Source: an optimization exercise on an open RTL-to-GDS flow (aim: small area, a short achievable clock period and few clock cycles per item). Production flows keep margins and buffers that such runs may drop. The RTL was checked by simulation tests, not by an equivalence proof against the original design. No activity file was given, so power comes from the tool's default toggle rates.

[flow/design.v]
package ppw_pkg;
  localparam int MaxPoints = 64;
  localparam int IdxW      = $clog2(MaxPoints);
  localparam int CntW      = $clog2(MaxPoints + 1);
  localparam int CoordW    = 23;
  localparam int DistW     = 23;
  localparam int LevelW    = 8;
  localparam int StepW     = 16;
  localparam int PointsW   = 7;
  localparam int D2W       = 48;
  localparam int CfgW      = 23;
  localparam logic [DistW-1:0] DistSat = {DistW{1'b1}};
  localparam logic [LevelW-1:0] LevelMax = {LevelW{1'b1}};
  localparam int VtxW      = 2 * CoordW;
  typedef logic signed [CoordW-1:0] coord_t;
  typedef struct packed {
    coord_t z;
    coord_t x;
  } vtx_t;
  function automatic logic [2*CoordW-1:0] default_vtx(input logic [IdxW-1:0] idx);
    logic [2*CoordW-1:0] v;
    case (idx)
      IdxW'(0): v = 46'h00140107129a;   
      IdxW'(1): v = 46'h0054b606d493;   
      IdxW'(2): v = 46'h009cfc0673c6;   
      IdxW'(3): v = 46'h00e8f106095f;   
      IdxW'(4): v = 46'h01408505653e;   
      IdxW'(5): v = 46'h019a7d0499a2;   
      IdxW'(6): v = 46'h01eb9983b710;   
      IdxW'(7): v = 46'h01fed3031f2d;   
      IdxW'(8): v = 46'h0225a0829802;   
      IdxW'(9): v = 46'h022614025fd6;   
      IdxW'(10): v = 46'h02007e81fc39;   
      IdxW'(11): v = 46'h021ee181501d;   
      IdxW'(12): v = 46'h02519a013047;   
      IdxW'(13): v = 46'h0257e48100d5;   
      IdxW'(14): v = 46'h0261a9807f08;   
      IdxW'(15): v = 46'h02629d001a3f;   
      IdxW'(16): v = 46'h025c997edcf9;   
      IdxW'(17): v = 46'h02807dfda62e;   
      IdxW'(18): v = 46'h02795f7c605f;   
      IdxW'(19): v = 46'h023b3b7b3372;   
      IdxW'(20): v = 46'h01f38979fac3;   
      IdxW'(21): v = 46'h01a227796436;   
      IdxW'(22): v = 46'h015178f86bb6;   
      IdxW'(23): v = 46'h00cb1d77eb72;   
      IdxW'(24): v = 46'h0060f077ed5e;   
      IdxW'(25): v = 46'h3fa6ed783486;   
      IdxW'(26): v = 46'h3f627a78c037;   
      IdxW'(27): v = 46'h3ea21af92992;   
      IdxW'(28): v = 46'h3e42a87a3b6e;   
      IdxW'(29): v = 46'h3da9437b777c;   
      IdxW'(30): v = 46'h3d2680fcfd3a;   
      IdxW'(31): v = 46'h3d02e5ff0a5b;   
      IdxW'(32): v = 46'h3cf794009865;   
      IdxW'(33): v = 46'h3d13f382d35e;   
      IdxW'(34): v = 46'h3d96fd05f292;   
      IdxW'(35): v = 46'h3e0d6906d2f3;   
      IdxW'(36): v = 46'h3e922d0779b5;   
      IdxW'(37): v = 46'h3f9838875a31;   
      default:    v = '0;
    endcase
    default_vtx = v;
  endfunction
endpackage
module ppw_vtx_mem (
  input  logic                                         clk,
  input  logic                                         rst_n,
  input  logic                                         wr_req,
  input  logic [ppw_pkg::IdxW-1:0]                     wr_addr,
  input  logic [ppw_pkg::VtxW-1:0]                     wr_data,
  input  logic                                         wr_ok,
  output logic                                         wr_pend,
  output logic                                         wr_fire,
  output logic                                         busy,
  output logic [ppw_pkg::IdxW-1:0]                     head,
  output logic [ppw_pkg::MaxPoints*ppw_pkg::VtxW-1:0]  ring
);
  localparam int VW = ppw_pkg::VtxW;
  localparam int NP = ppw_pkg::MaxPoints;
  logic [VW-1:0]              ring_r [NP];
  logic [ppw_pkg::IdxW-1:0]   head_r;
  logic [ppw_pkg::IdxW:0]     rcnt_r;
  logic                       pend_r;
  logic [ppw_pkg::IdxW-1:0]   paddr_r;
  logic [VW-1:0]              pdata_r;
  logic                       restore;
  logic [VW-1:0]              tail_in;
  assign restore = !rst_n || (rcnt_r != '0);
  logic match_r;
  always_ff @(posedge clk) match_r <= ((wr_req ? wr_addr : paddr_r) == head_r + 1'b1);
  assign wr_fire = pend_r && match_r && wr_ok;
  always_comb begin
    tail_in = ring_r[0];
    if (!rst_n)       tail_in = ppw_pkg::default_vtx(ppw_pkg::IdxW'(ppw_pkg::MaxPoints - 1));
    else if (restore) tail_in = ppw_pkg::default_vtx(head_r);
    else if (wr_fire) tail_in = pdata_r;
  end
  always_ff @(posedge clk) begin
    for (int s = 0; s < NP - 1; s++) ring_r[s] <= ring_r[s+1];
    ring_r[NP-1] <= tail_in;
  end
  always_ff @(posedge clk) begin
    if (!rst_n) head_r <= '0;
    else        head_r <= head_r + 1'b1;
  end
  always_ff @(posedge clk) begin
    if (!rst_n) begin
      rcnt_r <= (ppw_pkg::IdxW+1)'(NP - 1);
      pend_r <= 1'b0;
    end else begin
      if (rcnt_r != '0) rcnt_r <= rcnt_r - 1'b1;
      if (wr_req)       pend_r <= 1'b1;
      else if (wr_fire) pend_r <= 1'b0;
    end
  end
  always_ff @(posedge clk) begin
    if (wr_req) begin
      paddr_r <= wr_addr;
      pdata_r <= wr_data;
    end
  end
  assign wr_pend = pend_r;
  assign busy    = (rcnt_r != '0);
  assign head    = head_r;
  for (genvar s = 0; s < NP; s++) begin : g_tap
    assign ring[s*VW +: VW] = ring_r[s];
  end
endmodule
module ppw_seg_unit (
  input  logic                        clk,
  input  logic                        rst_n,
  input  logic                        start,
  input  logic                        kill,
  input  logic [4:0]                  kb,
  input  logic [ppw_pkg::VtxW-1:0]    a,
  input  logic [ppw_pkg::VtxW-1:0]    b,
  input  logic [ppw_pkg::CoordW-1:0]  px,
  input  logic [ppw_pkg::CoordW-1:0]  pz,
  output logic                        ready,
  output logic                        done,
  output logic [ppw_pkg::DistW-1:0]   r
);
  localparam int CW  = ppw_pkg::CoordW;
  localparam int DW  = CW + 1;            
  localparam int OW  = DW + 1;            
  localparam int PW  = 2 * OW;            
  localparam int LW  = 2 * DW - 1;        
  localparam int CCW = LW + 2;            
  localparam int NW  = 96;                
  localparam int RW  = 72;                
  localparam int TW  = LW + 26;           
  localparam int RB  = 24;                
  typedef enum logic [1:0] {F_IDLE, F_MUL, F_WAIT} fst_t;
  typedef enum logic [1:0] {S_IDLE, S_SQD, S_FIN} sst_t;
  typedef enum logic [2:0] {T_NONE, T_SET, T_ADD, T_SUB, T_ADD25, T_ADD48} tag_t;
  fst_t                   fst_r;
  sst_t                   sst_r;
  logic [4:0]             step_r;
  logic [4:0]             kb_r;
  logic signed [DW-1:0]   sa, sb;           
  logic                   sa_z, sa_b, sb_z;
  logic signed [OW-1:0]   ma, mb, ma_r, mb_r;
  logic                   ma_sa, ma_sb, mb_sa, mb_sb, m_cl_a, m_cl_b, m_ch_a, m_ch_b;
  tag_t                   tag, ctag, tags_r, tag1_r, tagm_r, tag2_r;
  logic signed [DW-1:0]   sa_r, sb_r;
  logic                   ma_sa_r, ma_sb_r, mb_sa_r, mb_sb_r;
  logic signed [PW-1:0]   p_r;
  logic signed [OW+9:0]   p0_r;              
  logic signed [OW+8:0]   p1_r;              
  logic signed [OW+7:0]   p2_r;              
  logic signed [NW-1:0]   acc_r, acc_a, acc_b, acc_s;
  logic                   acc_cin;
  logic [LW-1:0]          d_r;
  logic [LW+1:0]          d3_r;
  logic [CCW-1:0]         c_r;
  logic                   clamp_a, clamp_b, clamp_r, csel_b_r, sat_r;
  logic signed [CCW-1:0]  dot, cval;
  logic signed [CCW+23:0] cscl;
  logic                   c_ovf, f_last, f_fin, pre_sat, hand;
  logic [RW-1:0]          rm_r;
  logic [47:0]            nlo_r;
  logic [TW-1:0]          t_r;
  logic [LW-1:0]          bd_r;
  logic [LW+1:0]          bd3_r;
  logic [RB-1:0]          root_r;
  logic [4:0]             cnt_r;
  logic                   bsat_r, bit_ok;
  logic [RW+2:0]          rm2, diff;
  logic [TW-1:0]          t_up, t_dn;
  assign sa = sa_z ? (DW'($signed(pz)) - DW'($signed(sa_b ? b[2*CW-1:CW] : a[2*CW-1:CW])))
                   : (DW'($signed(px)) - DW'($signed(sa_b ? b[CW-1:0]    : a[CW-1:0])));
  assign sb = sb_z ? (DW'($signed(b[2*CW-1:CW])) - DW'($signed(a[2*CW-1:CW])))
                   : (DW'($signed(b[CW-1:0]))    - DW'($signed(a[CW-1:0])));
  assign dot     = acc_r[CCW-1:0];
  assign clamp_a = (d_r == '0) || dot[CCW-1] || (dot == '0);
  assign clamp_b = !clamp_a && ($signed({2'b00, d_r}) <= dot);
  always_comb begin
    sa_z = 1'b0; sa_b = 1'b0; sb_z = 1'b0; tag = T_NONE;
    ma_sa = 1'b0; ma_sb = 1'b0; mb_sa = 1'b0; mb_sb = 1'b0;
    case (step_r)
      5'd0: begin ma_sa = 1'b1; mb_sb = 1'b1; sb_z = 1'b1; tag = T_SET; end           
      5'd1: begin ma_sa = 1'b1; sa_z = 1'b1; mb_sb = 1'b1; tag = T_SUB; end           
      5'd2: begin ma_sb = 1'b1; mb_sb = 1'b1; tag = T_SET; end                        
      5'd3: begin ma_sb = 1'b1; mb_sb = 1'b1; sb_z = 1'b1; tag = T_ADD; end           
      5'd4: begin ma_sa = 1'b1; mb_sb = 1'b1; tag = T_SET; end                        
      5'd5: begin ma_sa = 1'b1; sa_z = 1'b1; mb_sb = 1'b1; sb_z = 1'b1; tag = T_ADD; end  
      5'd10: if (clamp_a || clamp_b) begin
        ma_sa = 1'b1; mb_sa = 1'b1; sa_b = clamp_b; tag = T_SET;                      
      end
      5'd11: if (clamp_r) begin
        ma_sa = 1'b1; mb_sa = 1'b1; sa_z = 1'b1; sa_b = csel_b_r; tag = T_ADD;        
      end
      default: ;
    endcase
    m_cl_a = 1'b0; m_cl_b = 1'b0; m_ch_a = 1'b0; m_ch_b = 1'b0; ctag = T_NONE;
    case (step_r)
      5'd7: begin m_cl_a = 1'b1; m_cl_b = 1'b1; ctag = T_SET; end                     
      5'd8: begin m_ch_a = 1'b1; m_cl_b = 1'b1; ctag = T_ADD25; end                   
      5'd9: begin m_ch_a = 1'b1; m_ch_b = 1'b1; ctag = T_ADD48; end                   
      default: ;
    endcase
  end
  always_comb begin
    ma = '0;
    if (ma_sa_r) ma = OW'(sa_r);
    if (ma_sb_r) ma = OW'(sb_r);
    if (m_cl_a)  ma = $signed({1'b0, c_r[23:0]});
    if (m_ch_a)  ma = $signed(c_r[CCW-1:24]);
    mb = '0;
    if (mb_sa_r) mb = OW'(sa_r);
    if (mb_sb_r) mb = OW'(sb_r);
    if (m_cl_b)  mb = $signed({1'b0, c_r[23:0]});
    if (m_ch_b)  mb = $signed(c_r[CCW-1:24]);
  end
  assign cval  = acc_r[CCW-1:0];
  assign cscl  = (CCW+24)'(cval) <<< (5'd23 - kb_r);
  assign c_ovf = !((cscl[CCW+23:CCW-2] == '0) || (cscl[CCW+23:CCW-2] == '1));
  always_comb begin
    acc_a = (tag2_r == T_SET) ? '0 : acc_r;
    acc_b = NW'(p_r);
    acc_cin = 1'b0;
    case (tag2_r)
      T_SUB:   begin acc_b = ~(NW'(p_r)); acc_cin = 1'b1; end
      T_ADD25: acc_b = NW'(p_r) <<< 25;
      T_ADD48: acc_b = NW'(p_r) <<< 48;
      default: ;
    endcase
  end
  assign acc_s = acc_a + acc_b + NW'(acc_cin);
  assign f_last  = (fst_r == F_MUL) && (clamp_r ? (step_r == 5'd16) : (step_r == 5'd13));
  assign f_fin   = f_last || (fst_r == F_WAIT);
  assign pre_sat = (acc_r[NW-1:48] >= (NW-48)'(d_r));
  assign hand    = f_fin && (sst_r == S_IDLE || (sst_r == S_FIN));
  assign ready   = (fst_r == F_IDLE);
  always_ff @(posedge clk) begin
    if (!rst_n || kill) begin
      fst_r <= F_IDLE;
      sst_r <= S_IDLE;
    end else begin
      case (fst_r)
        F_IDLE: if (start) fst_r <= F_MUL;
        F_MUL:  if (f_last) fst_r <= hand ? F_IDLE : F_WAIT;
        F_WAIT: if (hand) fst_r <= F_IDLE;
        default: fst_r <= F_IDLE;
      endcase
      case (sst_r)
        S_IDLE: if (hand) sst_r <= (pre_sat || sat_r) ? S_FIN : S_SQD;
        S_SQD:  if (cnt_r == 5'd1) sst_r <= S_FIN;
        S_FIN:  if (hand) sst_r <= (pre_sat || sat_r) ? S_FIN : S_SQD;
                else      sst_r <= S_IDLE;
        default: sst_r <= S_IDLE;
      endcase
    end
  end
  always_ff @(posedge clk) begin
    ma_r   <= ma;
    mb_r   <= mb;
    sa_r    <= sa;
    sb_r    <= sb;
    ma_sa_r <= ma_sa && (fst_r == F_MUL);
    ma_sb_r <= ma_sb && (fst_r == F_MUL);
    mb_sa_r <= mb_sa && (fst_r == F_MUL);
    mb_sb_r <= mb_sb && (fst_r == F_MUL);
    tags_r  <= (fst_r == F_MUL) ? tag : T_NONE;
    tag1_r  <= (tags_r != T_NONE) ? tags_r : ((fst_r == F_MUL) ? ctag : T_NONE);
    p0_r   <= ma_r * $signed({1'b0, mb_r[8:0]});
    p1_r   <= ma_r * $signed({1'b0, mb_r[16:9]});
    p2_r   <= ma_r * $signed(mb_r[OW-1:17]);
    tagm_r <= tag1_r;
    p_r    <= PW'(p0_r) + (PW'(p1_r) <<< 9) + (PW'(p2_r) <<< 17);
    tag2_r <= tagm_r;
    if (fst_r == F_IDLE) begin
      step_r <= '0;
      kb_r   <= kb;
      sat_r  <= 1'b0;
    end
    if (fst_r == F_MUL) begin
      step_r <= step_r + 5'd1;
      if (tag2_r != T_NONE) acc_r <= acc_s;
      if (step_r == 5'd6) c_r <= CCW'(cscl);            
      if (step_r == 5'd6) sat_r <= c_ovf;
      if (step_r == 5'd8) d_r <= acc_r[LW-1:0];         
      if (step_r == 5'd9) d3_r <= (LW+2)'(d_r) + (LW+2)'({d_r, 1'b0});
      if (step_r == 5'd10) begin                        
        clamp_r  <= clamp_a || clamp_b;
        csel_b_r <= clamp_b;
        if (clamp_a || clamp_b) sat_r <= 1'b0;
      end
      if (step_r == 5'd11 && clamp_r) begin
        d_r  <= LW'(1);
        d3_r <= (LW+2)'(3);
      end
    end
  end
  assign rm2    = {1'b0, rm_r, nlo_r[47:46]};
  assign diff   = rm2 - (RW+3)'(t_r);
  assign bit_ok = !diff[RW+2];
  assign t_up   = TW'({t_r, 1'b0}) + TW'(bd3_r);
  assign t_dn   = TW'({t_r, 1'b0}) - TW'(bd_r);
  always_ff @(posedge clk) begin
    if (hand) begin
      rm_r   <= RW'(acc_r[NW-1:48]);
      nlo_r  <= acc_r[47:0];
      t_r    <= TW'(d_r);
      bd_r   <= d_r;
      bd3_r  <= d3_r;
      root_r <= '0;
      cnt_r  <= clamp_r ? 5'(RB) : (kb_r + 5'd1);
      bsat_r <= pre_sat || sat_r;
    end else if (sst_r == S_SQD) begin
      cnt_r  <= cnt_r - 5'd1;
      rm_r   <= bit_ok ? RW'(diff) : RW'(rm2);
      nlo_r  <= {nlo_r[45:0], 2'b00};
      root_r <= {root_r[RB-2:0], bit_ok};
      t_r    <= bit_ok ? t_up : t_dn;
    end
  end
  assign done = (sst_r == S_FIN);
  assign r    = (bsat_r || root_r[RB-1]) ? ppw_pkg::DistSat : root_r[ppw_pkg::DistW-1:0];
endmodule
module ppw_post (
  input  logic                      clk,
  input  logic                      rst_n,
  input  logic                      start,
  input  logic [ppw_pkg::DistW-1:0] dist_in,
  input  logic                      god,
  input  logic [ppw_pkg::DistW-1:0] warn,
  input  logic [ppw_pkg::DistW-1:0] shoot_dist,
  input  logic [ppw_pkg::StepW-1:0] step,
  input  logic                      out_tready,
  output logic                      busy,
  output logic                      out_tvalid,
  output logic [31:0]               out_tdata
);
  localparam int DW = ppw_pkg::DistW;
  localparam int SW = ppw_pkg::StepW;
  localparam int LV = ppw_pkg::LevelW;
  typedef enum logic [1:0] {P_IDLE, P_DIV, P_HOLD} pst_t;
  pst_t              st_r;
  logic [3:0]        cnt_r;
  logic [DW-1:0]     dist_r, rem_r;
  logic [DW-1:0]     dv_r;
  logic [LV-1:0]     q_r;
  logic              in_warn, shoot_r, sat_r, qbit;
  logic [SW-1:0]     s_eff;
  logic [DW:0]       diff;
  logic [LV-1:0]     level;
  logic              out_load;
  logic              out_tvalid_r;
  logic [31:0]       out_tdata_r;
  assign diff    = (DW+1)'(warn) - (DW+1)'(dist_r);
  assign s_eff   = (step == '0) ? SW'(1) : step;
  assign in_warn = (dist_r <= warn);
  assign qbit    = (rem_r >= dv_r);
  assign out_load = (st_r == P_HOLD) && (!out_tvalid_r || out_tready);
  always_comb begin
    if (!in_warn)           level = '0;
    else if (sat_r)         level = ppw_pkg::LevelMax;
    else if (q_r == '0)     level = LV'(1);
    else                    level = q_r;
  end
  always_ff @(posedge clk) begin
    if (!rst_n) st_r <= P_IDLE;
    else begin
      case (st_r)
        P_IDLE: if (start) st_r <= P_DIV;
        P_DIV:  if (cnt_r == 4'd0) st_r <= P_HOLD;
        P_HOLD: if (out_load) st_r <= P_IDLE;
        default: st_r <= P_IDLE;
      endcase
    end
  end
  always_ff @(posedge clk) begin
    case (st_r)
      P_IDLE: begin
        dist_r  <= dist_in;
        shoot_r <= !god;
        cnt_r   <= 4'd9;
      end
      P_DIV: begin
        cnt_r <= cnt_r - 4'd1;
        if (cnt_r == 4'd9) begin
          rem_r   <= diff[DW-1:0];
          sat_r   <= ({1'b0, diff[DW-1:0]} >= {1'b0, s_eff, 8'b0});
          dv_r    <= DW'({s_eff, 7'b0});
          q_r     <= '0;
          shoot_r <= shoot_r && (dist_r <= shoot_dist);
        end else if (cnt_r != 4'd0) begin
          rem_r <= qbit ? rem_r - dv_r : rem_r;
          q_r   <= {q_r[LV-2:0], qbit};
          dv_r  <= dv_r >> 1;
        end
      end
      default: ;
    endcase
  end
  always_ff @(posedge clk) begin
    if (!rst_n)        out_tvalid_r <= 1'b0;
    else if (out_load) out_tvalid_r <= 1'b1;
    else if (out_tready) out_tvalid_r <= 1'b0;
  end
  always_ff @(posedge clk) begin
    if (out_load) out_tdata_r <= {shoot_r && in_warn, level, dist_r};
  end
  assign busy       = (st_r != P_IDLE);
  assign out_tvalid = out_tvalid_r;
  assign out_tdata  = out_tdata_r;
endmodule
module polyline_proximity_warning_core (
  input  logic        clk,
  input  logic        rst_n,
  input  logic        in_tvalid,
  output logic        in_tready,
  input  logic [55:0] in_tdata,    
  input  logic [1:0]  in_tuser,    
  output logic        out_tvalid,
  input  logic        out_tready,
  output logic [31:0] out_tdata,   
  input  logic        cfg_we,
  input  logic [1:0]  cfg_index,
  input  logic [22:0] cfg_wdata
);
  localparam int Lanes = 2;
  localparam int SC    = 6;                    
  localparam int NP    = ppw_pkg::MaxPoints;
  localparam int SL    = NP / Lanes;           
  localparam int CW    = ppw_pkg::CoordW;
  localparam int QW    = CW - SC;              
  localparam int VW    = ppw_pkg::VtxW;
  localparam int IW    = ppw_pkg::IdxW;
  localparam int GW    = QW;                   
  localparam int KW    = GW + IW;              
  localparam int UW    = QW + 2;               
  localparam int DW    = ppw_pkg::DistW;
  localparam int ND    = 3;                    
  localparam int NK    = ND + 1;               
  logic [ppw_pkg::PointsW-1:0] points_r;
  logic [DW-1:0]               warn_r, shoot_r;
  logic [ppw_pkg::StepW-1:0]   step_r;
  logic [IW:0]                 n_cur;
  always_ff @(posedge clk) begin
    if (!rst_n) begin
      points_r <= ppw_pkg::PointsW'(38);
      warn_r   <= DW'(9600);
      shoot_r  <= DW'(5200);
      step_r   <= ppw_pkg::StepW'(440);
    end else if (cfg_we) begin
      case (cfg_index)
        2'd0: points_r <= cfg_wdata[ppw_pkg::PointsW-1:0];
        2'd1: warn_r   <= cfg_wdata;
        2'd2: shoot_r  <= cfg_wdata;
        2'd3: step_r   <= cfg_wdata[ppw_pkg::StepW-1:0];
        default: ;
      endcase
    end
  end
  assign n_cur = (points_r > ppw_pkg::PointsW'(NP)) ? (IW+1)'(NP) : (IW+1)'(points_r);
  logic                 mem_busy, wr_pend, wr_fire, wr_req;
  logic [IW-1:0]        head;
  logic [NP*VW-1:0]     ring;
  logic [CW-1:0]        in_x, in_z;
  logic                 in_acc, is_query, short_q;
  logic                 a_vld_r, b_busy_r, pipe_idle;
  assign in_x      = in_tdata[28:6];
  assign in_z      = in_tdata[51:29];
  assign is_query  = in_tuser[0];
  assign pipe_idle = !a_vld_r && !b_busy_r;
  assign in_tready = !a_vld_r && !mem_busy && (!wr_pend || wr_fire);
  assign in_acc    = in_tvalid && in_tready;
  assign wr_req    = in_acc && !is_query;
  assign short_q   = (in_x == '0 && in_z == '0) || (n_cur < (IW+1)'(2));
  ppw_vtx_mem u_mem (
    .clk     (clk),
    .rst_n   (rst_n),
    .wr_req  (wr_req),
    .wr_addr (in_tdata[IW-1:0]),
    .wr_data ({in_z, in_x}),
    .wr_ok   (pipe_idle),
    .wr_pend (wr_pend),
    .wr_fire (wr_fire),
    .busy    (mem_busy),
    .head    (head),
    .ring    (ring)
  );
  function automatic logic [VW-1:0] slot(input logic [NP*VW-1:0] rg, input int s);
    slot = rg[((s + NP) % NP)*VW +: VW];
  endfunction
  logic [CW-1:0]   pax_r, paz_r;
  logic            god_a_r, short_a_r, a_swept_r;
  logic            sw_run_r, sw_for_b_r, sw_first_r;
  logic [5:0]      t_r;
  logic [KW-1:0]   lastkey_r;
  logic [QW-1:0]   sqx_r, sqz_r;             
  logic [UW-1:0]   u_r;
  logic [KW-1:0]   k_r [NK];
  logic            kv_r [NK];
  logic [VW-1:0]   ka_r [ND];
  logic [VW-1:0]   kb_r [ND];
  logic            sw_start, sw_start_b, sw_end;
  logic [GW-1:0]   lg_r  [Lanes];
  logic [IW-1:0]   lj_r  [Lanes];
  logic            lsv_r [Lanes];
  logic [UW-1:0]   lu_r  [Lanes];
  logic            lvv_r [Lanes];
  logic            s1_vld_r;
  function automatic logic [QW:0] wdiff(input logic [QW-1:0] p, input logic [CW-1:0] v);
    wdiff = (QW+1)'($signed(p)) - (QW+1)'($signed(v[CW-1:SC]));
  endfunction
  function automatic logic [QW-1:0] omag(input logic [QW:0] w);
    omag = w[QW] ? ~w[QW-1:0] : w[QW-1:0];
  endfunction
  logic [QW:0]     wax_r [Lanes], waz_r [Lanes], wbx_r [Lanes], wbz_r [Lanes];
  logic            altx_r [Lanes], altz_r [Lanes];
  logic [IW-1:0]   j0_r  [Lanes];
  logic            s0_vld_r, sw_any_start;
  assign sw_any_start = sw_start || sw_start_b;
  always_ff @(posedge clk) begin
    for (int k = 0; k < Lanes; k++) begin
      logic [VW-1:0] va, vb;
      va = slot(ring, k * SL);
      vb = slot(ring, k * SL + 1);
      wax_r[k]  <= wdiff(sqx_r, va[CW-1:0]);
      waz_r[k]  <= wdiff(sqz_r, va[VW-1:CW]);
      wbx_r[k]  <= wdiff(sqx_r, vb[CW-1:0]);
      wbz_r[k]  <= wdiff(sqz_r, vb[VW-1:CW]);
      altx_r[k] <= ($signed(va[CW-1:SC]) < $signed(vb[CW-1:SC]));
      altz_r[k] <= ($signed(va[VW-1:CW+SC]) < $signed(vb[VW-1:CW+SC]));
      j0_r[k]   <= head + IW'(k * SL);
    end
    s0_vld_r <= sw_run_r && (t_r < 6'(SL)) && !sw_any_start;
  end
  function automatic logic [QW-1:0] gap2(input logic a_lt_b, input logic [QW:0] wa,
                                         input logic [QW:0] wb);
    logic [QW:0] lo, hi;            
    lo = a_lt_b ? wa : wb;
    hi = a_lt_b ? wb : wa;
    if (!hi[QW])     gap2 = hi[QW-1:0];      
    else if (lo[QW]) gap2 = ~lo[QW-1:0];     
    else             gap2 = '0;
  endfunction
  always_ff @(posedge clk) begin
    for (int k = 0; k < Lanes; k++) begin
      logic [QW-1:0] gx, gz, mx, mz;
      gx  = gap2(altx_r[k], wax_r[k], wbx_r[k]);
      gz  = gap2(altz_r[k], waz_r[k], wbz_r[k]);
      mx  = omag(wax_r[k]);
      mz  = omag(waz_r[k]);
      lg_r[k]  <= (gx > gz) ? gx : gz;
      lj_r[k]  <= j0_r[k];
      lsv_r[k] <= ((IW+1)'(j0_r[k]) + (IW+1)'(2) <= n_cur);
      lu_r[k]  <= UW'(mx) + UW'(mz) + UW'(5);
      lvv_r[k] <= ((IW+1)'(j0_r[k]) < n_cur);
    end
    s1_vld_r <= s0_vld_r && !sw_any_start;
  end
  logic [KW-1:0]   nk [NK];
  logic            nkv [NK];
  logic [VW-1:0]   nka [ND];
  logic [VW-1:0]   nkb [ND];
  logic [UW-1:0]   nu;
  localparam int NE = NK + Lanes;
  always_comb begin
    logic [KW-1:0] ek  [NE];
    logic          ev  [NE];
    logic [VW-1:0] ea  [NE];
    logic [VW-1:0] eb  [NE];
    logic          lt  [NE][NE];
    logic [2:0]    rk  [NE];
    for (int i = 0; i < NK; i++) begin
      ek[i] = k_r[i]; ev[i] = kv_r[i];
      ea[i] = (i < ND) ? ka_r[i % ND] : '0;
      eb[i] = (i < ND) ? kb_r[i % ND] : '0;
    end
    for (int k = 0; k < Lanes; k++) begin
      ek[NK+k] = {lg_r[k], lj_r[k]};
      ev[NK+k] = s1_vld_r && lsv_r[k] && (sw_first_r || ek[NK+k] > lastkey_r);
      ea[NK+k] = slot(ring, k * SL - 2);
      eb[NK+k] = slot(ring, k * SL - 1);
    end
    for (int i = 0; i < NE; i++)
      for (int j = 0; j < NE; j++) begin
        if (i == j)             lt[i][j] = 1'b0;
        else if (i < NK && j < NK) lt[i][j] = (i < j) ? ev[i] || !ev[j] : (ev[i] && !ev[j]);
        else if (ev[i] != ev[j]) lt[i][j] = ev[i];
        else if (!ev[i])         lt[i][j] = (i < j);
        else                     lt[i][j] = (ek[i] < ek[j]);
      end
    for (int i = 0; i < NE; i++) begin
      rk[i] = '0;
      for (int j = 0; j < NE; j++) if (j != i && !lt[i][j]) rk[i] = rk[i] + 3'd1;
    end
    for (int s = 0; s < NK; s++) begin
      nk[s] = '0; nkv[s] = 1'b0;
      for (int i = 0; i < NE; i++) if (rk[i] == 3'(s)) begin nk[s] = ek[i]; nkv[s] = ev[i]; end
    end
    for (int s = 0; s < ND; s++) begin
      nka[s] = '0; nkb[s] = '0;
      for (int i = 0; i < NE; i++) if (rk[i] == 3'(s)) begin nka[s] = ea[i]; nkb[s] = eb[i]; end
    end
    nu = u_r;
    for (int k = 0; k < Lanes; k++)
      if (s1_vld_r && lvv_r[k] && lu_r[k] < nu) nu = lu_r[k];
  end
  assign sw_end = sw_run_r && (t_r == 6'(SL + 1));
  typedef enum logic [2:0] {B_IDLE, B_EVQ, B_RUN, B_RSW, B_DONE} bst_t;
  bst_t            bst_r;
  logic [CW-1:0]   pbx_r, pbz_r;
  logic            god_b_r;
  logic [UW-1:0]   ub_r;
  logic [GW-1:0]   g_r [NK];
  logic            v_r [NK];
  logic [KW-1:0]   keyl_r;
  logic [VW-1:0]   ca_r [ND];
  logic [VW-1:0]   cb_r [ND];
  logic [1:0]      nst_r, nres_r;
  logic            rsw_req_r, rsw_rdy_r;
  logic [DW-1:0]   best_r;
  logic            best_inf_r;
  logic            take_a, take_rsw;
  logic            ev_start, ev_done, ev_ready, ev_kill;
  logic [DW-1:0]   ev_r;
  logic            q_now [NK];
  logic            q_nx  [NK];
  logic            better, start_nx, fin, more, pend, rsw_cancel;
  logic [1:0]      nres_nx;
  logic [DW-1:0]   best_nx;
  logic [UW+SC-1:0] ubig;
  logic [4:0]      kbits, kbits_r;
  function automatic logic gap_ok(input logic [GW-1:0] g, input logic [UW-1:0] u,
                                  input logic binf, input logic [DW-1:0] bst);
    gap_ok = (UW'(g) <= u) && (binf || ((DW+1)'(g) <= (DW+1)'(bst >> SC) + (DW+1)'(1)));
  endfunction
  assign better  = best_inf_r || (ev_r < best_r);
  assign best_nx = better ? ev_r : best_r;
  for (genvar i = 0; i < NK; i++) begin : g_q
    assign q_now[i] = v_r[i] && gap_ok(g_r[i], ub_r, best_inf_r, best_r);
    assign q_nx[i]  = q_now[i] && gap_ok(g_r[i], ub_r, 1'b0, ev_r);
  end
  assign start_nx = (nst_r < 2'(ND)) && q_now[nst_r];
  assign ev_start = ((bst_r == B_EVQ) && q_now[0]) ||
                    ((bst_r == B_RUN) && ev_ready && !ev_done && start_nx);
  assign pend    = (nst_r != nres_r + 2'd1);
  assign ev_kill = (bst_r == B_RUN) && ev_done && pend && !q_nx[nres_r + 2'd1];
  assign nres_nx = ev_kill ? nst_r : nres_r + 2'd1;
  assign fin     = (bst_r == B_RUN) && ev_done && (nres_nx == nst_r) &&
                   !((nst_r < 2'(ND)) && q_nx[nst_r]);
  assign more    = (nst_r == 2'(ND)) && !ev_kill && q_nx[ND];
  assign rsw_cancel = fin && !more && rsw_req_r;
  assign ubig  = take_a ? {u_r, {SC{1'b0}}} : {ub_r, {SC{1'b0}}};
  always_comb begin
    logic [UW+SC-1:0] m;
    m = ubig;
    if (!take_a && !best_inf_r && (UW+SC)'(best_r) <= ubig) m = (UW+SC)'(best_r) - (UW+SC)'(1);
    kbits = 5'd23;
    for (int i = 22; i >= 0; i--) if (m < ((UW+SC)'(1) << i)) kbits = 5'(i);
    if (m >= ((UW+SC)'(1) << 23)) kbits = 5'd23;
  end
  always_ff @(posedge clk) kbits_r <= kbits;
  logic [1:0] esel;
  assign esel = (bst_r == B_EVQ) ? 2'd0 : nst_r;
  ppw_seg_unit u_seg (
    .clk   (clk),
    .rst_n (rst_n),
    .start (ev_start),
    .kill  (ev_kill),
    .kb    (kbits_r),
    .a     (ca_r[esel_r]),
    .b     (cb_r[esel_r]),
    .px    (pbx_r),
    .pz    (pbz_r),
    .ready (ev_ready),
    .done  (ev_done),
    .r     (ev_r)
  );
  logic post_busy, post_start;
  assign post_start = (bst_r == B_DONE) && !post_busy;
  assign take_a   = (bst_r == B_IDLE) && a_vld_r && (short_a_r || a_swept_r);
  assign take_rsw = (bst_r == B_RSW) && rsw_rdy_r;
  assign sw_start_b = (ev_start && (bst_r == B_RUN) && (nst_r == 2'(ND - 1)) && q_now[ND] &&
                       !sw_run_r && !a_vld_r) ||
                      (fin && more && !rsw_req_r);
  assign sw_start = !sw_run_r && !rsw_rdy_r && a_vld_r && !short_a_r && !a_swept_r;
  always_ff @(posedge clk) begin
    if (!rst_n) begin
      a_vld_r   <= 1'b0;
      sw_run_r  <= 1'b0;
      bst_r     <= B_IDLE;
      b_busy_r  <= 1'b0;
      rsw_rdy_r <= 1'b0;
    end else begin
      if (in_acc && is_query) a_vld_r <= 1'b1;
      else if (take_a)        a_vld_r <= 1'b0;
      if (sw_start_b || sw_start)                    sw_run_r <= 1'b1;
      else if (sw_end || (rsw_cancel && sw_for_b_r)) sw_run_r <= 1'b0;
      if (sw_end && sw_for_b_r && !rsw_cancel) rsw_rdy_r <= 1'b1;
      else if (take_rsw || rsw_cancel)         rsw_rdy_r <= 1'b0;
      case (bst_r)
        B_IDLE: if (take_a) begin
          bst_r    <= short_a_r ? B_DONE : B_EVQ;
          b_busy_r <= 1'b1;
        end
        B_EVQ: bst_r <= q_now[0] ? B_RUN : B_DONE;
        B_RUN: if (fin) bst_r <= more ? B_RSW : B_DONE;
        B_RSW: if (take_rsw) bst_r <= B_EVQ;
        B_DONE: if (post_start) begin
          bst_r    <= B_IDLE;
          b_busy_r <= 1'b0;
        end
        default: bst_r <= B_IDLE;
      endcase
    end
  end
  logic [1:0] esel_r;
  always_ff @(posedge clk) if (ev_start) esel_r <= esel;
  always_ff @(posedge clk) begin
    if (in_acc && is_query) begin
      pax_r     <= in_x;
      paz_r     <= in_z;
      god_a_r   <= in_tuser[1];
      short_a_r <= short_q;
      a_swept_r <= 1'b0;
    end
    if (sw_end && !sw_for_b_r) a_swept_r <= 1'b1;
    if (sw_start_b) a_swept_r <= 1'b0;    
    if (sw_start_b || sw_start) begin
      t_r        <= '0;
      sw_for_b_r <= sw_start_b;
      sw_first_r <= !sw_start_b;
      lastkey_r  <= keyl_r;
      sqx_r      <= sw_start_b ? pbx_r[CW-1:SC] : pax_r[CW-1:SC];
      sqz_r      <= sw_start_b ? pbz_r[CW-1:SC] : paz_r[CW-1:SC];
      u_r        <= '1;
      for (int i = 0; i < NK; i++) kv_r[i] <= 1'b0;
    end else if (sw_run_r) begin
      t_r <= t_r + 6'd1;
      u_r <= nu;
      for (int i = 0; i < NK; i++) begin k_r[i] <= nk[i]; kv_r[i] <= nkv[i]; end
      for (int i = 0; i < ND; i++) begin ka_r[i] <= nka[i]; kb_r[i] <= nkb[i]; end
    end
    if (take_a) begin
      pbx_r      <= pax_r;
      pbz_r      <= paz_r;
      god_b_r    <= god_a_r;
      ub_r       <= u_r;
      best_r     <= ppw_pkg::DistSat;
      best_inf_r <= !short_a_r;
    end
    if (take_a || take_rsw) begin
      nst_r     <= '0;
      nres_r    <= '0;
      rsw_req_r <= 1'b0;
      keyl_r    <= k_r[ND-1];
      for (int i = 0; i < NK; i++) begin g_r[i] <= k_r[i][KW-1:IW]; v_r[i] <= kv_r[i]; end
      for (int i = 0; i < ND; i++) begin ca_r[i] <= ka_r[i]; cb_r[i] <= kb_r[i]; end
    end
    if (ev_start) nst_r <= nst_r + 2'd1;
    if (sw_start_b) rsw_req_r <= 1'b1;
    if (rsw_cancel) rsw_req_r <= 1'b0;
    if (bst_r == B_RUN && ev_done) begin
      best_r     <= best_nx;
      best_inf_r <= 1'b0;
      nres_r     <= nres_nx;
    end
  end
  ppw_post u_post (
    .clk        (clk),
    .rst_n      (rst_n),
    .start      (post_start),
    .dist_in    (best_r),
    .god        (god_b_r),
    .warn       (warn_r),
    .shoot_dist (shoot_r),
    .step       (step_r),
    .out_tready (out_tready),
    .busy       (post_busy),
    .out_tvalid (out_tvalid),
    .out_tdata  (out_tdata)
  );
endmodule
[flow/run.sh]
#!/bin/bash
# synth_recipe.tcl (not shown) runs the flow's synth.tcl, then flattens the netlist and writes it again
# the make line also repeats each setting of config.mk as NAME=value (left out here)
make -C /OpenROAD-flow-scripts/flow DESIGN_CONFIG=/design/flow/config.mk WORK_HOME=/design/flow/orfs CLKGATE_MAP_FILE= SYNTH_SCRIPT=/design/flow/synth_recipe.tcl finish
[flow/config.mk]
export PLATFORM = sky130hd
export DESIGN_NAME = polyline_proximity_warning_core
export DESIGN_NICKNAME = polyline_proximity_warning_core
export VERILOG_FILES = /design/flow/design.v
export SDC_FILE = /design/flow/constraint.sdc
export NUM_CORES = 8
export LEC_CHECK = 0
export CAP_MARGIN = 20
export CORE_MARGIN = 2
export CORE_UTILIZATION = 40
export SETUP_SLACK_MARGIN = 5
export SLEW_MARGIN = 20
[flow/constraint.sdc]
create_clock -name core_clock -period 11.0 [get_ports {clk}]
set_input_delay 2.2000 -clock core_clock [delete_from_list [all_inputs] [get_ports {clk}]]
set_output_delay 2.2000 -clock core_clock [all_outputs]
set_load 0.01 [all_outputs]
==> impl_metrics.env <==
export IMPL_status="no timing/DRC/antenna violations"
export IMPL_cts_made_buffers=519
export IMPL_grt_ovfl_total=0
export IMPL_die_h_um=770.6
export IMPL_power_density_nw_per_um2=173.4
export IMPL_gp_congestion=0.9505
export IMPL_slew_violations=0
export IMPL_area_growth_pct=14.18
export IMPL_grt_setup_unrepaired="yes"
export IMPL_critPathMaxStageDelay_ns=0.43
export IMPL_finalCritPeriodShare=0.5623
export IMPL_worstPathMaxFanout=6
export IMPL_grt_max_degree=172
export IMPL_start_util=0.4015
export IMPL_cp_end_kind="flop"
export IMPL_drt_iter0_drc=15610
export IMPL_synth_adder_area_share=0.1379
export IMPL_rows=281
export IMPL_synthFlopType="dfxtp_1"
export IMPL_synth_avg_cell_area_sq_um=10.69
export IMPL_power_leakage_nw=112.4
export IMPL_wl_per_cell_um=23.86
export IMPL_drt_pass1_iter_count=13
export IMPL_fin_hold_ws_ns=0.2694
export IMPL_clkTransAtPathRegs_ns=0.06
export IMPL_synth_compound_area_frac=0.1493
export IMPL_cts_tree="built"
export IMPL_yosysSeqAreaShare=0.5179
export IMPL_port_buffers=117
export IMPL_fmax_mhz=161.7
export IMPL_die_w_um=770.6
export IMPL_min_path_type="reg -> reg"
export IMPL_power_total_mw=46.53
export IMPL_grt_pass1_wl_um=1048000
export IMPL_setup_violations_final=0
export IMPL_final_util=0.4585
export IMPL_synth_warnings=69
export IMPL_fin_crit_ns=6.186
export IMPL_drtAntennaViolNets=0
export IMPL_synth_xor_area_frac=0.03001
export IMPL_dpl_cell_count=29180
export IMPL_synthMuxAreaShare=0.01772
export IMPL_cp_top_family="compound AO/OA/AOI/OAI gates"
export IMPL_critPathSlowestCell="a2111oi_4"
export IMPL_crit_required_ns=12.01
export IMPL_ys_types=114
export IMPL_clock_latency_ns=1.14
export IMPL_synth_top_family_by_area="compound AO/OA/AOI/OAI gates"
export IMPL_nNetsFinal=24590
export IMPL_finClkSkew_ns=0.1369
export IMPL_ys_ff_latch=5289
export IMPL_async_reset_ff_frac=0
export IMPL_synth_cells=21990
export IMPL_worstMarginPinSlew_ns=1.248
export IMPL_synth_fp_nets=24350
export IMPL_drive_gt1_frac=0.08855
export IMPL_syn_cell_area_sq_um=235000
export IMPL_vdd_drop_max_uv=288.1
export IMPL_hold_viol=0
export IMPL_maxCapViolations=0
export IMPL_wirelength_um=726800
export IMPL_track_usage=0.2342
export IMPL_vias=167100
export IMPL_critPathLaunchType="flop"
export IMPL_slew_headroom=0.1439
export IMPL_ioPinCount=122
export IMPL_die_area_sq_um=593800
export IMPL_drc=0
export IMPL_synth_edf_count=1583
export IMPL_core_area_sq_um=585400
export IMPL_cts_sinks=5289
export IMPL_grt_pass1_vias=160500
export IMPL_htreeDepth=6
export IMPL_worstSetupPathType="reg -> reg"
export IMPL_setup_tns_ns=0
export IMPL_via_per_inst=5.486
export IMPL_antenna_found_initial=53
export IMPL_synth_simple_area_share=0.1057
export IMPL_hpwl_um=498600
export IMPL_clockBufferDepth=4
export IMPL_final_cells=30460
export IMPL_arrival_ns=7.19
export IMPL_root_buffer="clkbuf_16"
export IMPL_cp_num_buf_inv=6
-- flip-flops by register name (all words and copies together), names as in the netlist, 35 cells and up, named ones only --
register	cells
u_seg.bd3_r	49
cb_r	138
g_r	68
u_seg.p0_r	35
u_mem.ring_r	2944
u_seg.acc_r	96
u_seg.bd_r	47
u_seg.d3_r	49
u_mem.pdata_r	46
kb_r	138
u_seg.t_r	73
ca_r	138
k_r	92
u_seg.p_r	50
ka_r	138
wax_r	36
wbz_r	36
u_seg.c_r	49
u_seg.nlo_r	48
u_seg.rm_r	72
waz_r	36
lu_r	38
u_seg.d_r	47
wbx_r	36
-- kinds of logic after synthesis --
family | count (synthesis)
compound gates | 5366
xor+xnor | 803
fa+ha+maj | 2277
buf+inv | 2560
flops | 5289
mux | 347
simple gates | 5347
-- cells in the mapped netlist (123+ instances only) --
cell,n,area share
a22o_1,289,0.011
a21o_1,453,0.014
mux2_2,143,0.0069
nor2_1,1551,0.025
o21a_1,184,0.0059
inv_1,1660,0.027
a221oi_1,188,0.0070
a31oi_1,140,0.0037
and2_1,486,0.013
a211oi_1,154,0.0049
o211ai_1,123,0.0039
nand2b_1,173,0.0046
nor3_1,203,0.0043
o21ai_0,1210,0.026
xor2_1,289,0.011
a21oi_1,1347,0.029
nor2b_1,231,0.0061
a22oi_1,378,0.012
clkbuf_1,738,0.012
nand2_1,1758,0.028
edfxtp_1,1583,0.20
fa_1,522,0.044
nand3_1,312,0.0066
dfxtp_1,3706,0.32
ha_1,1755,0.093
nand4_1,194,0.0052
xnor2_1,512,0.019
mux2i_1,163,0.0069
a21boi_0,141,0.0045
-- through the flow --
stage,setup slack [ns],instance area (sq um)
floorplan,3.010,235500
global placement,3.234,244900
detailed placement,3.171,244900
CTS,4.872,266400
global route,4.552,268300
finish,4.814,268400
-- worst paths after layout --
path                          endpoint  slack (ns)  depth (start not counted)                  from
hold / removal    u_mem.ring_r[27][43]        0.27                          0  u_mem.ring_r[28][43]
setup / recovery        u_seg.sa_r[22]        4.81                         31       u_seg.acc_r[18]
setup reg to reg        u_seg.sa_r[22]        4.81                         31       u_seg.acc_r[18]
hold reg to reg   u_mem.ring_r[27][43]        0.27                          0  u_mem.ring_r[28][43]
-- where the power goes --
group | switching, mW | internal [mW]
registers | 0.516 | 21.0
logic | 4.15 | 2.61
clock network | 7.91 | 10.3
-- cell usage in the layout, fill, tap and decap left out, types with 69 or more instances in the layout --
cell             instances
o211ai_1               123
or3_1                   87
ha_1                  1718
nand4_1                194
a22oi_1                374
clkbuf_1               104
xnor2_1                490
inv_1                 1633
xor2_1                 284
mux2_2                 136
nor2_1                1521
nand3_1                308
mux2i_1                159
clkinv_2                71
a31oi_1                128
clkbuf_16              555
dfxtp_1               3633
a221oi_1               183
a21oi_1               1298
a21boi_0               137
nand2_1               1747
and2_1                 484
nand2b_1               171
buf_4                  350
nor4_1                  74
clkdlybuf4s50_1        116
a211oi_1               143
and3_1                  79
o21ai_0               1167
edfxtp_1              1583
fa_1                   515
o21bai_1               105
nor2b_1                226
nor3_1                 189
a22o_1                 289
o22ai_1                 69
o21a_1                 182
a21o_1                 451
-- area by class of cell --
| type | instances | area [sq um] |
|---|---|---|
| Inverter | 1666 | 6290 |
| Multi-Input combinational cell | 14160 | 106300 |
| Clock buffer | 709 | 14870 |
| Sequential cell | 5289 | 121900 |
| Fill cell | 53800 | 317000 |
| Clock inverter | 229 | 2973 |
| Timing Repair Buffer | 590 | 6252 |
| Tap cell | 7782 | 9737 |
| Antenna cell | 31 | 77.57 |
-- metal layers --
| layer | part of all wire | track usage | wire, um | vias to the layer above |
|---|---|---|---|---|
| li1 | - | - | - | 78010 |
| met1 | 0.41 | 0.3019 | 298600 | 80600 |
| met2 | 0.45 | 0.3752 | 325800 | 6851 |
| met3 | 0.077 | 0.03833 | 55990 | 1593 |
| met4 | 0.064 | 0.1303 | 46340 | 18 |
| met5 | 0.00016 | 0 | 118 | - |
-- repair_timing --
item                       in CTS  in global routing
pin swaps                     104                130
resized for setup             380                227
cloned                         33                 10
setup buffers                 178                 79
setup endpoints to repair     968                740
hold buffers                    0                  0
Testbench counts, summed over its fixed seeds: cycles 36,971, queries 640.

re-timing with driven ports:
In the flow no input, the clock included, has a driving cell. The finished layout below was timed again as built, in two steps. Step 1: set_driving_cell puts a clkbuf_16 on clk and a buf_2 on each other input, an assumption about the parent block. Step 2, shift: input delay + t, output delay - t, t = (earliest + latest rising clock arrival at the registers) / 2. This alone moves slack from input paths to output paths. Slacks: no drivers / after step 1 / after step 2; pairs: no drivers / after step 1.
t (ns): 1.208
slack for setup (ns): 4.814 / 4.814 / 4.814
worst data-port slew with drivers (ns): 0.26
After both steps this run still meets setup and hold. The setup slack of this run moves by 0.000 ns with the drivers and by 0.000 ns with both steps.
